This design comes from an exercise in tuning for small area on the open sky130 flow, not from production work.
RTL that was checked went through simulation tests only; none was proved equivalent to the original.
Power and IR drop assume default switching activity.

==> run a <==
// servo_pwm_sweep_generator
module servo_pwm_sweep_generator (
  input  logic        clk,
  input  logic        rst_n,
  input  logic        in_tvalid,
  output logic        in_tready,
  input  logic [15:0] in_tdata,
  input  logic        in_tuser,
  output logic        out_tvalid,
  input  logic        out_tready,
  output logic [15:0] out_tdata,
  input  logic        cfg_valid,
  output logic        cfg_ready,
  input  logic [1:0]  cfg_index,
  input  logic [15:0] cfg_data
);
  function automatic logic [7:0] step8(input logic [7:0] a, input logic up,
                                       input logic en);
    logic [7:0] r;
    logic       c;
    integer     i;
    begin
      c = en;
      for (i = 0; i < 8; i = i + 1) begin
        r[i] = a[i] ^ c;
        c    = c & ~(a[i] ^ up);
      end
      step8 = r;
    end
  endfunction
  function automatic logic [7:0] clamp180(input logic [7:0] x);
    logic gt;
    begin
      gt = x[7] & (x[6] | (x[5] & x[4] & (x[3] | (x[2] & (x[1] | x[0])))));
      clamp180 = gt ? 8'd180 : x;
    end
  endfunction
  logic [S91_W-1:0] s91_new;
  wire ts1, tc2, ts3, tc4, ts5, tc6, ts7, tc8, ts9, tc10, ts11, tc12;
  wire ts13, tc14, ts15, tc16, ts17, tc18, ts19, tc20, ts21, tc22, ts23, tc24;
  wire ts25, tc26, ts27, tc28, ts29, tc30, ts31, tc32, ts33, tc34, ts35, tc36;
  ...
clock: 12.0 ns
lec_check: 0
cap_margin: 20
core_margin: 2
core_utilization: 40
cts_buf_list: sky130_fd_sc_hd__clkbuf_8
slew_margin: 20
synth_hierarchical: 1
standard.sh (not shown) runs the stock make flow with config.mk's settings and CLKGATE_MAP_FILE= SYNTH_SCRIPT=/design/flow/synth_recipe.tcl, a recipe that flattens the netlist after the stock synthesis.
==> flow/flow/run.sh <==
#!/bin/bash
# The standard layout, with the port buffers that buffer_ports puts on every
# input and output made the smallest buffer cell. Each tool's full output goes
# to a log file of its own in this folder (ORFS's own step logs stay under
# orfs/logs/).
set -euo pipefail
export BUFFER_PORTS_ARGS="-buffer_cell sky130_fd_sc_hd__buf_1"
bash standard.sh finish > standard_flow.log 2>&1
==> run b (differences from run a) <==
--- a/flow/design.v
+++ b/flow/design.v
@@ -162,29 +162,33 @@
   assign pp129 = ~((angle[7] & s91[13]) | (angle[6] & s91[14]));
   assign pp130 = ~((angle[7] & s91[14]) | (angle[6] & s91[15]));
   assign pp131 = ~((angle[7] & s91[15]) | (angle[6] & s91[16]));
   assign pp132 = ~((angle[7] & s91[16]) | (angle[6] & s91[17]));
   assign pp133 = ~((angle[7] & s91[17]) | (angle[6] & s91[18]));
   assign pp134 = ~(angle[7] & s91[18]);
-  spwm_fa u_hs135 (.a(pp7), .b(pp25), .ci(1'b1), .s(hs135), .co(hc136));
+  assign hs135 = ~(pp7 ^ pp25);
+  assign hc136 = pp7 | pp25;
   spwm_fa u_fs137 (.a(pp8), .b(pp26), .ci(pp44), .s(fs137), .co(fc138));
   spwm_fa u_fs139 (.a(pp9), .b(pp27), .ci(pp45), .s(fs139), .co(fc140));
   spwm_fa u_fs141 (.a(pp10), .b(pp28), .ci(pp46), .s(fs141), .co(fc142));
   spwm_fa u_fs143 (.a(pp11), .b(pp29), .ci(pp47), .s(fs143), .co(fc144));
   spwm_fa u_fs145 (.a(pp12), .b(pp30), .ci(pp48), .s(fs145), .co(fc146));
   spwm_fa u_fs147 (.a(pp13), .b(pp31), .ci(pp49), .s(fs147), .co(fc148));
   spwm_fa u_fs149 (.a(pp14), .b(pp32), .ci(pp50), .s(fs149), .co(fc150));
   spwm_fa u_fs151 (.a(pp15), .b(pp33), .ci(pp51), .s(fs151), .co(fc152));
   spwm_fa u_fs153 (.a(pp16), .b(pp34), .ci(pp52), .s(fs153), .co(fc154));
   spwm_fa u_fs155 (.a(pp17), .b(pp35), .ci(pp53), .s(fs155), .co(fc156));
   spwm_fa u_fs157 (.a(pp18), .b(pp36), .ci(pp54), .s(fs157), .co(fc158));
   spwm_fa u_fs159 (.a(pp19), .b(pp37), .ci(pp55), .s(fs159), .co(fc160));
-  spwm_fa u_hs161 (.a(pp38), .b(pp56), .ci(1'b1), .s(hs161), .co(hc162));
-  spwm_fa u_hs163 (.a(pp5), .b(pp23), .ci(1'b1), .s(hs163), .co(hc164));
+  assign hs161 = ~(pp38 ^ pp56);
+  assign hc162 = pp38 | pp56;
+  assign hs163 = ~(pp5 ^ pp23);
+  assign hc164 = pp5 | pp23;
   spwm_fa u_fs165 (.a(pp6), .b(pp24), .ci(pp42), .s(fs165), .co(fc166));
-  spwm_fa u_hs167 (.a(pp60), .b(pp78), .ci(1'b1), .s(hs167), .co(hc168));
+  assign hs167 = ~(pp60 ^ pp78);
+  assign hc168 = pp60 | pp78;
   spwm_fa u_fs169 (.a(pp43), .b(pp61), .ci(pp79), .s(fs169), .co(fc170));
   spwm_fa u_fs171 (.a(pp97), .b(pp115), .ci(hs135), .s(fs171), .co(fc172));
   spwm_fa u_fs173 (.a(pp62), .b(pp80), .ci(pp98), .s(fs173), .co(fc174));
   spwm_fa u_fs175 (.a(pp116), .b(fs137), .ci(hc136), .s(fs175), .co(fc176));
   spwm_fa u_fs177 (.a(pp63), .b(pp81), .ci(pp99), .s(fs177), .co(fc178));
   spwm_fa u_fs179 (.a(pp117), .b(fs139), .ci(fc138), .s(fs179), .co(fc180));
@@ -210,13 +214,14 @@
   spwm_fa u_fs219 (.a(pp127), .b(fs159), .ci(fc158), .s(fs219), .co(fc220));
   spwm_fa u_fs221 (.a(pp74), .b(pp92), .ci(pp110), .s(fs221), .co(fc222));
   spwm_fa u_fs223 (.a(pp128), .b(hs161), .ci(fc160), .s(fs223), .co(fc224));
   spwm_fa u_fs225 (.a(pp57), .b(pp75), .ci(pp93), .s(fs225), .co(fc226));
   spwm_fa u_fs227 (.a(pp111), .b(pp129), .ci(hc162), .s(fs227), .co(fc228));
   spwm_fa u_fs229 (.a(pp76), .b(pp94), .ci(pp112), .s(fs229), .co(fc230));
-  spwm_fa u_hs231 (.a(pp4), .b(pp22), .ci(1'b1), .s(hs231), .co(hc232));
+  assign hs231 = ~(pp4 ^ pp22);
+  assign hc232 = pp4 | pp22;
   spwm_fa u_fs233 (.a(pp41), .b(pp59), .ci(pp77), .s(fs233), .co(fc234));
   spwm_fa u_fs235 (.a(pp96), .b(fs165), .ci(hs167), .s(fs235), .co(fc236));
   spwm_fa u_fs237 (.a(fs169), .b(fs171), .ci(fc166), .s(fs237), .co(fc238));
   spwm_fa u_fs239 (.a(fs173), .b(fs175), .ci(fc170), .s(fs239), .co(fc240));
   spwm_fa u_fs241 (.a(fs177), .b(fs179), .ci(fc174), .s(fs241), .co(fc242));
   spwm_fa u_fs243 (.a(fs181), .b(fs183), .ci(fc178), .s(fs243), .co(fc244));
@@ -230,13 +235,14 @@
   spwm_fa u_fs259 (.a(fs213), .b(fs215), .ci(fc210), .s(fs259), .co(fc260));
   spwm_fa u_fs261 (.a(fs217), .b(fs219), .ci(fc214), .s(fs261), .co(fc262));
   spwm_fa u_fs263 (.a(fs221), .b(fs223), .ci(fc218), .s(fs263), .co(fc264));
   spwm_fa u_fs265 (.a(fs225), .b(fs227), .ci(fc222), .s(fs265), .co(fc266));
   spwm_fa u_fs267 (.a(pp130), .b(fs229), .ci(fc226), .s(fs267), .co(fc268));
   spwm_fa u_fs269 (.a(pp95), .b(pp113), .ci(pp131), .s(fs269), .co(fc270));
-  spwm_fa u_hs271 (.a(pp3), .b(pp21), .ci(1'b1), .s(hs271), .co(hc272));
+  assign hs271 = ~(pp3 ^ pp21);
+  assign hc272 = pp3 | pp21;
   spwm_fa u_fs273 (.a(pp40), .b(pp58), .ci(hs231), .s(fs273), .co(fc274));
   spwm_fa u_fs275 (.a(hs163), .b(fs233), .ci(hc232), .s(fs275), .co(fc276));
   spwm_fa u_fs277 (.a(hc164), .b(fs235), .ci(fc234), .s(fs277), .co(fc278));
   spwm_fa u_fs279 (.a(hc168), .b(fs237), .ci(fc236), .s(fs279), .co(fc280));
   spwm_fa u_fs281 (.a(fc172), .b(fs239), .ci(fc238), .s(fs281), .co(fc282));
   spwm_fa u_fs283 (.a(fc176), .b(fs241), .ci(fc240), .s(fs283), .co(fc284));
@@ -411,13 +417,13 @@
   end
   for (genvar k = 0; k < 3; k++) begin : g_t3
     assign g3[k] = g2[2*k+1] | (p2[2*k+1] & g2[2*k]);
     assign p3[k] = p2[2*k+1] & p2[2*k];
   end
   wire c = g3[2] | (p3[2] & (g3[1] | (p3[1] & (g3[0] | p3[0]))));
-  wire [16:0] s0;
+  wire [16:0] sum;
   wire sag0_0 = min_pulse[0] & h[0];
   wire sap0_0 = min_pulse[0] ^ h[0];
   wire sag1_1 = min_pulse[1] & h[1];
   wire sap1_1 = min_pulse[1] ^ h[1];
   wire sag2_2 = min_pulse[2] & h[2];
   wire sap2_2 = min_pulse[2] ^ h[2];
@@ -496,22 +502,13 @@
   wire sag0_10 = sag10_10 | (sap10_10 & sag0_9);
   wire sap0_10 = sap10_10 & sap0_9;
   wire sag0_12 = sag12_12 | (sap12_12 & sag0_11);
   wire sap0_12 = sap12_12 & sap0_11;
   wire sag0_14 = sag14_14 | (sap14_14 & sag0_13);
   wire sap0_14 = sap14_14 & sap0_13;
-  assign s0 = {sag0_15, sap15_15 ^ sag0_14, sap14_14 ^ sag0_13, sap13_13 ^ sag0_12, sap12_12 ^ sag0_11, sap11_11 ^ sag0_10, sap10_10 ^ sag0_9, sap9_9 ^ sag0_8, sap8_8 ^ sag0_7, sap7_7 ^ sag0_6, sap6_6 ^ sag0_5, sap5_5 ^ sag0_4, sap4_4 ^ sag0_3, sap3_3 ^ sag0_2, sap2_2 ^ sag0_1, sap1_1 ^ sag0_0, sap0_0 ^ 1'b0};
-  wire [16:0] ones;
-  for (genvar k = 0; k < 17; k++) begin : g_inc
-    if (k == 0) begin : g_0
-      assign ones[k] = c;
-    end else begin : g_k
-      assign ones[k] = c & (&s0[k-1:0]);
-    end
-  end
-  wire [16:0] sum = s0 ^ ones;
+  assign sum = {(sag0_15 | (sap0_15 & c)), sap15_15 ^ (sag0_14 | (sap0_14 & c)), sap14_14 ^ (sag0_13 | (sap0_13 & c)), sap13_13 ^ (sag0_12 | (sap0_12 & c)), sap12_12 ^ (sag0_11 | (sap0_11 & c)), sap11_11 ^ (sag0_10 | (sap0_10 & c)), sap10_10 ^ (sag0_9 | (sap0_9 & c)), sap9_9 ^ (sag0_8 | (sap0_8 & c)), sap8_8 ^ (sag0_7 | (sap0_7 & c)), sap7_7 ^ (sag0_6 | (sap0_6 & c)), sap6_6 ^ (sag0_5 | (sap0_5 & c)), sap5_5 ^ (sag0_4 | (sap0_4 & c)), sap4_4 ^ (sag0_3 | (sap0_3 & c)), sap3_3 ^ (sag0_2 | (sap0_2 & c)), sap2_2 ^ (sag0_1 | (sap0_1 & c)), sap1_1 ^ (sag0_0 | (sap0_0 & c)), sap0_0 ^ c};
   wire [16:0] rs;
   wire [16:0] rc;
   spwm_ha u_room0 (.a(period_n[0]), .b(min_pulse[0]), .s(rs[0]), .co(rc[1]));
   for (genvar k = 1; k < 16; k++) begin : g_room
     spwm_fa u_room (.a(period_n[k]), .b(min_pulse[k]), .ci(rc[k]), .s(rs[k]), .co(rc[k+1]));
   end
@@ -582,12 +579,27 @@
         r[i] = a[i] ^ c;
         c    = c & ~(a[i] ^ up);
       end
       step8 = r;
     end
   endfunction
+  function automatic logic [7:0] step12(input logic [7:0] a, input logic up,
+                                        input logic two);
+    logic [7:0] r;
+    logic       c;
+    integer     i;
+    begin
+      r[0] = a[0] ^ ~two;
+      c    = two | ~(a[0] ^ up);
+      for (i = 1; i < 8; i = i + 1) begin
+        r[i] = a[i] ^ c;
+        c    = c & ~(a[i] ^ up);
+      end
+      step12 = r;
+    end
+  endfunction
   function automatic logic [7:0] clamp180(input logic [7:0] x);
     logic gt;
     begin
       gt = x[7] & (x[6] | (x[5] & x[4] & (x[3] | (x[2] & (x[1] | x[0])))));
       clamp180 = gt ? 8'd180 : x;
     end
@@ -652,19 +664,19 @@
   assign s91_new = {tc96, ts95, ts93, ts91, ts89, ts87, ts85, ts83, ts81, ts79, ts77, ts75, ts73, ts71, ts69, ts67, ts65, ts63, cfg_data[0]};
   logic [TICK_W-1:0]  period_n, min_pulse_r;
   logic [S91_W-1:0]   s91_r;      
   logic [PPS_W-1:0]   pps_n;
   logic [TICK_W-1:0]  tick_r;
   logic [PPS_W-1:0]   pcount_r;
-  logic [ANGLE_W-1:0] angle_r, goal_n;
+  logic [ANGLE_W-1:0] shown_r, goal_n;    
   logic [TICK_W-1:0]  width_n;
   logic               moving_r;
-  logic               out_valid_r, pin_r, reject_r, stepped_r;
-  logic               up_r;       
+  logic               out_valid_r, pin_r, reject_r;
+  logic               stepped_r;  
   logic               in_acc, is_move, move_ok, tick_mv;
-  logic [ANGLE_W-1:0] start_cl, target_cl, a_step, a_load, shown;
+  logic [ANGLE_W-1:0] start_cl, target_cl, a_step, a_load, angle;
   logic [TICK_W:0]    tick_inc;
   logic [PPS_W-1:0]   pcount_inc;
   logic               wrap, pwrap, at_goal, up, step, stop;
   logic [TICK_W-1:0]  new_width_n;
   logic               pin_lt;
   assign cfg_ready  = 1'b1;
@@ -685,37 +697,38 @@
     spwm_ha u_ha (.a(tick_r[i]), .b(tick_cy[i]), .s(tick_inc[i]), .co(tick_cy[i+1]));
   end
   assign tick_inc[TICK_W] = tick_cy[TICK_W];
   for (genvar i = 1; i < PPS_W; i++) begin : g_pcount_inc
     spwm_ha u_ha (.a(pcount_r[i]), .b(pcount_cy[i]), .s(pcount_inc[i]), .co(pcount_cy[i+1]));
   end
-  logic [TICK_W:0]    wrap_nb, pin_nb;
-  logic [PPS_W:0]     pwrap_nb;
-  logic [ANGLE_W:0]   up_nb;
+  logic [TICK_W:1]    wrap_nb, pin_nb;
+  logic [PPS_W:1]     pwrap_nb;
+  logic [ANGLE_W:1]   up_nb;
   logic [ANGLE_W-1:0] target_n;
-  assign wrap_nb[0]  = 1'b1;
-  assign pin_nb[0]   = 1'b1;
-  assign pwrap_nb[0] = 1'b1;
-  assign up_nb[0]    = 1'b1;
-  for (genvar i = 0; i < TICK_W; i++) begin : g_cmp16
+  assign wrap_nb[1]  = tick_inc[0] | period_n[0];
+  assign pin_nb[1]   = tick_r[0] | width_n[0];
+  assign pwrap_nb[1] = pcount_inc[0] | pps_n[0];
+  assign up_nb[1]    = shown_r[0] | goal_n[0];
+  for (genvar i = 1; i < TICK_W; i++) begin : g_cmp16
     spwm_maj u_wrap (.a(tick_inc[i]), .b(period_n[i]), .c(wrap_nb[i]), .y(wrap_nb[i+1]));
     spwm_maj u_pin  (.a(tick_r[i]),   .b(width_n[i]),  .c(pin_nb[i]),  .y(pin_nb[i+1]));
   end
-  for (genvar i = 0; i < PPS_W; i++) begin : g_cmp8
+  for (genvar i = 1; i < PPS_W; i++) begin : g_cmp8
     spwm_maj u_pwrap (.a(pcount_inc[i]), .b(pps_n[i]),  .c(pwrap_nb[i]), .y(pwrap_nb[i+1]));
-    spwm_maj u_up    (.a(start_cl[i]),   .b(target_n[i]), .c(up_nb[i]),  .y(up_nb[i+1]));
+    spwm_maj u_up    (.a(shown_r[i]),    .b(goal_n[i]), .c(up_nb[i]),    .y(up_nb[i+1]));
   end
   assign wrap       = tick_inc[TICK_W] | wrap_nb[TICK_W];
   assign pwrap      = pwrap_nb[PPS_W];
   assign pin_lt     = ~pin_nb[TICK_W];
-  assign at_goal    = &(angle_r ^ goal_n);
   assign target_n   = ~target_cl;
-  assign up         = up_r;
+  assign up         = ~up_nb[ANGLE_W];
+  assign angle      = step8(shown_r, up, stepped_r);
+  assign at_goal    = &(angle ^ goal_n);
   assign step       = tick_mv && wrap && pwrap && !at_goal;
   assign stop       = tick_mv && wrap && pwrap && at_goal;
-  assign a_step     = step8(angle_r, up, 1'b1);
+  assign a_step     = step12(shown_r, up, stepped_r);
   assign a_load     = is_move ? start_cl : a_step;
   spwm_width u_width (
     .angle      (a_load),
     .s91        (s91_r),
     .min_pulse  (min_pulse_r),
     .period_n   (period_n),
@@ -736,33 +749,32 @@
       endcase
     end
   end
   always_ff @(posedge clk) begin
     if (!rst_n) begin
       moving_r    <= 1'b0;
-      angle_r     <= '0;
+      shown_r     <= '0;
+      stepped_r   <= 1'b0;
       out_valid_r <= 1'b0;
     end else begin
       out_valid_r <= in_acc || (out_valid_r && !out_tready);
       if (in_acc) begin
+        shown_r   <= move_ok ? start_cl : angle;
+        stepped_r <= step;
         if (move_ok) begin
           moving_r <= 1'b1;
-          angle_r  <= start_cl;
         end else if (stop) begin
           moving_r <= 1'b0;
-        end else if (step) begin
-          angle_r  <= a_step;
         end
       end
     end
   end
   always_ff @(posedge clk) begin
     if (in_acc) begin
       if (move_ok) begin
         goal_n   <= target_n;
-        up_r     <= ~up_nb[ANGLE_W];
         tick_r   <= '0;
         pcount_r <= '0;
       end else if (tick_mv) begin
         if (wrap) begin
           tick_r   <= '0;
           pcount_r <= pwrap ? '0 : pcount_inc;
@@ -770,13 +782,11 @@
           tick_r   <= tick_inc[TICK_W-1:0];
         end
       end
       if (move_ok || step) width_n <= new_width_n;
       pin_r     <= tick_mv && pin_lt;
       reject_r  <= is_move && moving_r;
-      stepped_r <= step;
     end
   end
-  assign shown = step8(angle_r, !up_r, stepped_r);
   assign out_tvalid = out_valid_r;
-  assign out_tdata  = {5'b0, reject_r, moving_r, shown, pin_r};
+  assign out_tdata  = {5'b0, reject_r, moving_r, shown_r, pin_r};
 endmodule
==> run c (differences from run a) <==
--- a/flow/design.v
+++ b/flow/design.v
@@ -411,13 +411,13 @@
   end
   for (genvar k = 0; k < 3; k++) begin : g_t3
     assign g3[k] = g2[2*k+1] | (p2[2*k+1] & g2[2*k]);
     assign p3[k] = p2[2*k+1] & p2[2*k];
   end
   wire c = g3[2] | (p3[2] & (g3[1] | (p3[1] & (g3[0] | p3[0]))));
-  wire [16:0] s0;
+  wire [16:0] sum;
   wire sag0_0 = min_pulse[0] & h[0];
   wire sap0_0 = min_pulse[0] ^ h[0];
   wire sag1_1 = min_pulse[1] & h[1];
   wire sap1_1 = min_pulse[1] ^ h[1];
   wire sag2_2 = min_pulse[2] & h[2];
   wire sap2_2 = min_pulse[2] ^ h[2];
@@ -496,22 +496,13 @@
   wire sag0_10 = sag10_10 | (sap10_10 & sag0_9);
   wire sap0_10 = sap10_10 & sap0_9;
   wire sag0_12 = sag12_12 | (sap12_12 & sag0_11);
   wire sap0_12 = sap12_12 & sap0_11;
   wire sag0_14 = sag14_14 | (sap14_14 & sag0_13);
   wire sap0_14 = sap14_14 & sap0_13;
-  assign s0 = {sag0_15, sap15_15 ^ sag0_14, sap14_14 ^ sag0_13, sap13_13 ^ sag0_12, sap12_12 ^ sag0_11, sap11_11 ^ sag0_10, sap10_10 ^ sag0_9, sap9_9 ^ sag0_8, sap8_8 ^ sag0_7, sap7_7 ^ sag0_6, sap6_6 ^ sag0_5, sap5_5 ^ sag0_4, sap4_4 ^ sag0_3, sap3_3 ^ sag0_2, sap2_2 ^ sag0_1, sap1_1 ^ sag0_0, sap0_0 ^ 1'b0};
-  wire [16:0] ones;
-  for (genvar k = 0; k < 17; k++) begin : g_inc
-    if (k == 0) begin : g_0
-      assign ones[k] = c;
-    end else begin : g_k
-      assign ones[k] = c & (&s0[k-1:0]);
-    end
-  end
-  wire [16:0] sum = s0 ^ ones;
+  assign sum = {(sag0_15 | (sap0_15 & c)), sap15_15 ^ (sag0_14 | (sap0_14 & c)), sap14_14 ^ (sag0_13 | (sap0_13 & c)), sap13_13 ^ (sag0_12 | (sap0_12 & c)), sap12_12 ^ (sag0_11 | (sap0_11 & c)), sap11_11 ^ (sag0_10 | (sap0_10 & c)), sap10_10 ^ (sag0_9 | (sap0_9 & c)), sap9_9 ^ (sag0_8 | (sap0_8 & c)), sap8_8 ^ (sag0_7 | (sap0_7 & c)), sap7_7 ^ (sag0_6 | (sap0_6 & c)), sap6_6 ^ (sag0_5 | (sap0_5 & c)), sap5_5 ^ (sag0_4 | (sap0_4 & c)), sap4_4 ^ (sag0_3 | (sap0_3 & c)), sap3_3 ^ (sag0_2 | (sap0_2 & c)), sap2_2 ^ (sag0_1 | (sap0_1 & c)), sap1_1 ^ (sag0_0 | (sap0_0 & c)), sap0_0 ^ c};
   wire [16:0] rs;
   wire [16:0] rc;
   spwm_ha u_room0 (.a(period_n[0]), .b(min_pulse[0]), .s(rs[0]), .co(rc[1]));
   for (genvar k = 1; k < 16; k++) begin : g_room
     spwm_fa u_room (.a(period_n[k]), .b(min_pulse[k]), .ci(rc[k]), .s(rs[k]), .co(rc[k+1]));
   end
==> flow/flow/run.sh (replaced) <==
#!/bin/bash
# The standard layout with three changes to how it is made: the port buffers
# that buffer_ports puts on every input and output are the smallest buffer
# cell, the buffers synthesis inserted are removed at floorplan (the resizer
# buffers again where needed), and after global routing the resizer downsizes
# cells on paths with slack to spare. Each tool's full output goes to a log
# file of its own in this folder (ORFS's own step logs stay under orfs/logs/).
set -euo pipefail
export BUFFER_PORTS_ARGS="-buffer_cell sky130_fd_sc_hd__buf_1"
export REMOVE_ABC_BUFFERS=1
export RECOVER_POWER=100
bash standard.sh finish > standard_flow.log 2>&1
==> run d (differences from run a) <==
--- a/flow/design.v
+++ b/flow/design.v
@@ -411,13 +411,13 @@
   end
   for (genvar k = 0; k < 3; k++) begin : g_t3
     assign g3[k] = g2[2*k+1] | (p2[2*k+1] & g2[2*k]);
     assign p3[k] = p2[2*k+1] & p2[2*k];
   end
   wire c = g3[2] | (p3[2] & (g3[1] | (p3[1] & (g3[0] | p3[0]))));
-  wire [16:0] s0;
+  wire [16:0] sum;
   wire sag0_0 = min_pulse[0] & h[0];
   wire sap0_0 = min_pulse[0] ^ h[0];
   wire sag1_1 = min_pulse[1] & h[1];
   wire sap1_1 = min_pulse[1] ^ h[1];
   wire sag2_2 = min_pulse[2] & h[2];
   wire sap2_2 = min_pulse[2] ^ h[2];
@@ -496,22 +496,13 @@
   wire sag0_10 = sag10_10 | (sap10_10 & sag0_9);
   wire sap0_10 = sap10_10 & sap0_9;
   wire sag0_12 = sag12_12 | (sap12_12 & sag0_11);
   wire sap0_12 = sap12_12 & sap0_11;
   wire sag0_14 = sag14_14 | (sap14_14 & sag0_13);
   wire sap0_14 = sap14_14 & sap0_13;
-  assign s0 = {sag0_15, sap15_15 ^ sag0_14, sap14_14 ^ sag0_13, sap13_13 ^ sag0_12, sap12_12 ^ sag0_11, sap11_11 ^ sag0_10, sap10_10 ^ sag0_9, sap9_9 ^ sag0_8, sap8_8 ^ sag0_7, sap7_7 ^ sag0_6, sap6_6 ^ sag0_5, sap5_5 ^ sag0_4, sap4_4 ^ sag0_3, sap3_3 ^ sag0_2, sap2_2 ^ sag0_1, sap1_1 ^ sag0_0, sap0_0 ^ 1'b0};
-  wire [16:0] ones;
-  for (genvar k = 0; k < 17; k++) begin : g_inc
-    if (k == 0) begin : g_0
-      assign ones[k] = c;
-    end else begin : g_k
-      assign ones[k] = c & (&s0[k-1:0]);
-    end
-  end
-  wire [16:0] sum = s0 ^ ones;
+  assign sum = {(sag0_15 | (sap0_15 & c)), sap15_15 ^ (sag0_14 | (sap0_14 & c)), sap14_14 ^ (sag0_13 | (sap0_13 & c)), sap13_13 ^ (sag0_12 | (sap0_12 & c)), sap12_12 ^ (sag0_11 | (sap0_11 & c)), sap11_11 ^ (sag0_10 | (sap0_10 & c)), sap10_10 ^ (sag0_9 | (sap0_9 & c)), sap9_9 ^ (sag0_8 | (sap0_8 & c)), sap8_8 ^ (sag0_7 | (sap0_7 & c)), sap7_7 ^ (sag0_6 | (sap0_6 & c)), sap6_6 ^ (sag0_5 | (sap0_5 & c)), sap5_5 ^ (sag0_4 | (sap0_4 & c)), sap4_4 ^ (sag0_3 | (sap0_3 & c)), sap3_3 ^ (sag0_2 | (sap0_2 & c)), sap2_2 ^ (sag0_1 | (sap0_1 & c)), sap1_1 ^ (sag0_0 | (sap0_0 & c)), sap0_0 ^ c};
   wire [16:0] rs;
   wire [16:0] rc;
   spwm_ha u_room0 (.a(period_n[0]), .b(min_pulse[0]), .s(rs[0]), .co(rc[1]));
   for (genvar k = 1; k < 16; k++) begin : g_room
     spwm_fa u_room (.a(period_n[k]), .b(min_pulse[k]), .ci(rc[k]), .s(rs[k]), .co(rc[k+1]));
   end
==> comparison table <==
| quantity | run d | run b | run a | run c |
|---|---|---|---|---|
| Result of the run | finished clean | finished clean | finished clean | finished with violations |
| Violated checks | - | - | - | capacitance limit, slew limit |
| Height of the die | 177 um | 178 um | 179 um | 177 um |
| Die area | 0.0314 mm^2 | 0.0315 mm^2 | 0.0319 mm^2 | 0.0314 mm^2 |
| Cell area reported after detailed placement | 0.0125 mm^2 | 0.0126 mm^2 | 0.0127 mm^2 | 0.0125 mm^2 |
| Largest net degree at the start of global routing | 37 | 42 | 37 | 35 |
| Largest driver fanout on the critical path | 13 | 19 | 6 | 18 |
| Met2 wire length | 13.5 mm | 14.3 mm | 13.1 mm | 13.3 mm |
| Pre-CTS WS | 1.41 ns | 0.541 ns | 0.288 ns | 1.61 ns |
| Start point of the critical path | in_tdata[3] | goal_n[0]$_DFFE_PP_ | in_tdata[3] | in_tdata[3] |
| Number of ordinary and repair buffers in the finished layout | 64 | 70 | 72 | 64 |
| Width of the die | 177 um | 178 um | 179 um | 177 um |
| Time the final worst path needs with I/O delays and setup | 10.23 ns | 11.18 ns | 11.30 ns | 10.51 ns |
| Share of power burned in combinational logic | 76.2% | 68.4% | 77.2% | 76.0% |
| Slew Viols, Final | 0 | 0 | 0 | 49 |
| Proportion of cell area occupied by multi-input gates | 65.9% | 66.4% | 65.9% | 65.9% |
No functional check of the RTL was part of run a and run b.

port drivers added, routing unchanged:
No port has a modelled driver above. Below, the same layouts with a new extraction and two added sets of constraints. Step 1 assumes that a clkbuf_16 drives the clock port and a buf_2 every other input. Step 2 times the ports against the registers' clock, not the clock port: input delays grow and output delays shrink by t, the midpoint of the rising clock arrivals with the driver on. Three values: ideal, step 1, step 2; two values: the first two.
run	shift t [ns]	slack for setup (ns)	worst setup path at the end	clock arrival spread, ns	pins driven straight from the clock port
run a	0.487	0.704 / 0.724 / 0.237	input to register	0.018 / 0.018	1
run b	0.484	0.822 / 0.822 / 0.822	register to register	0.009 / 0.009	1
run c	0.489	1.491 / 1.510 / 1.021	input to register	0.016 / 0.016	1
run d	0.482	1.766 / 1.782 / 1.300	input to register	0.015 / 0.015	1
For run c, which loses most, drivers alone change the setup slack by +0.019 ns; drivers and shift together by -0.470 ns.
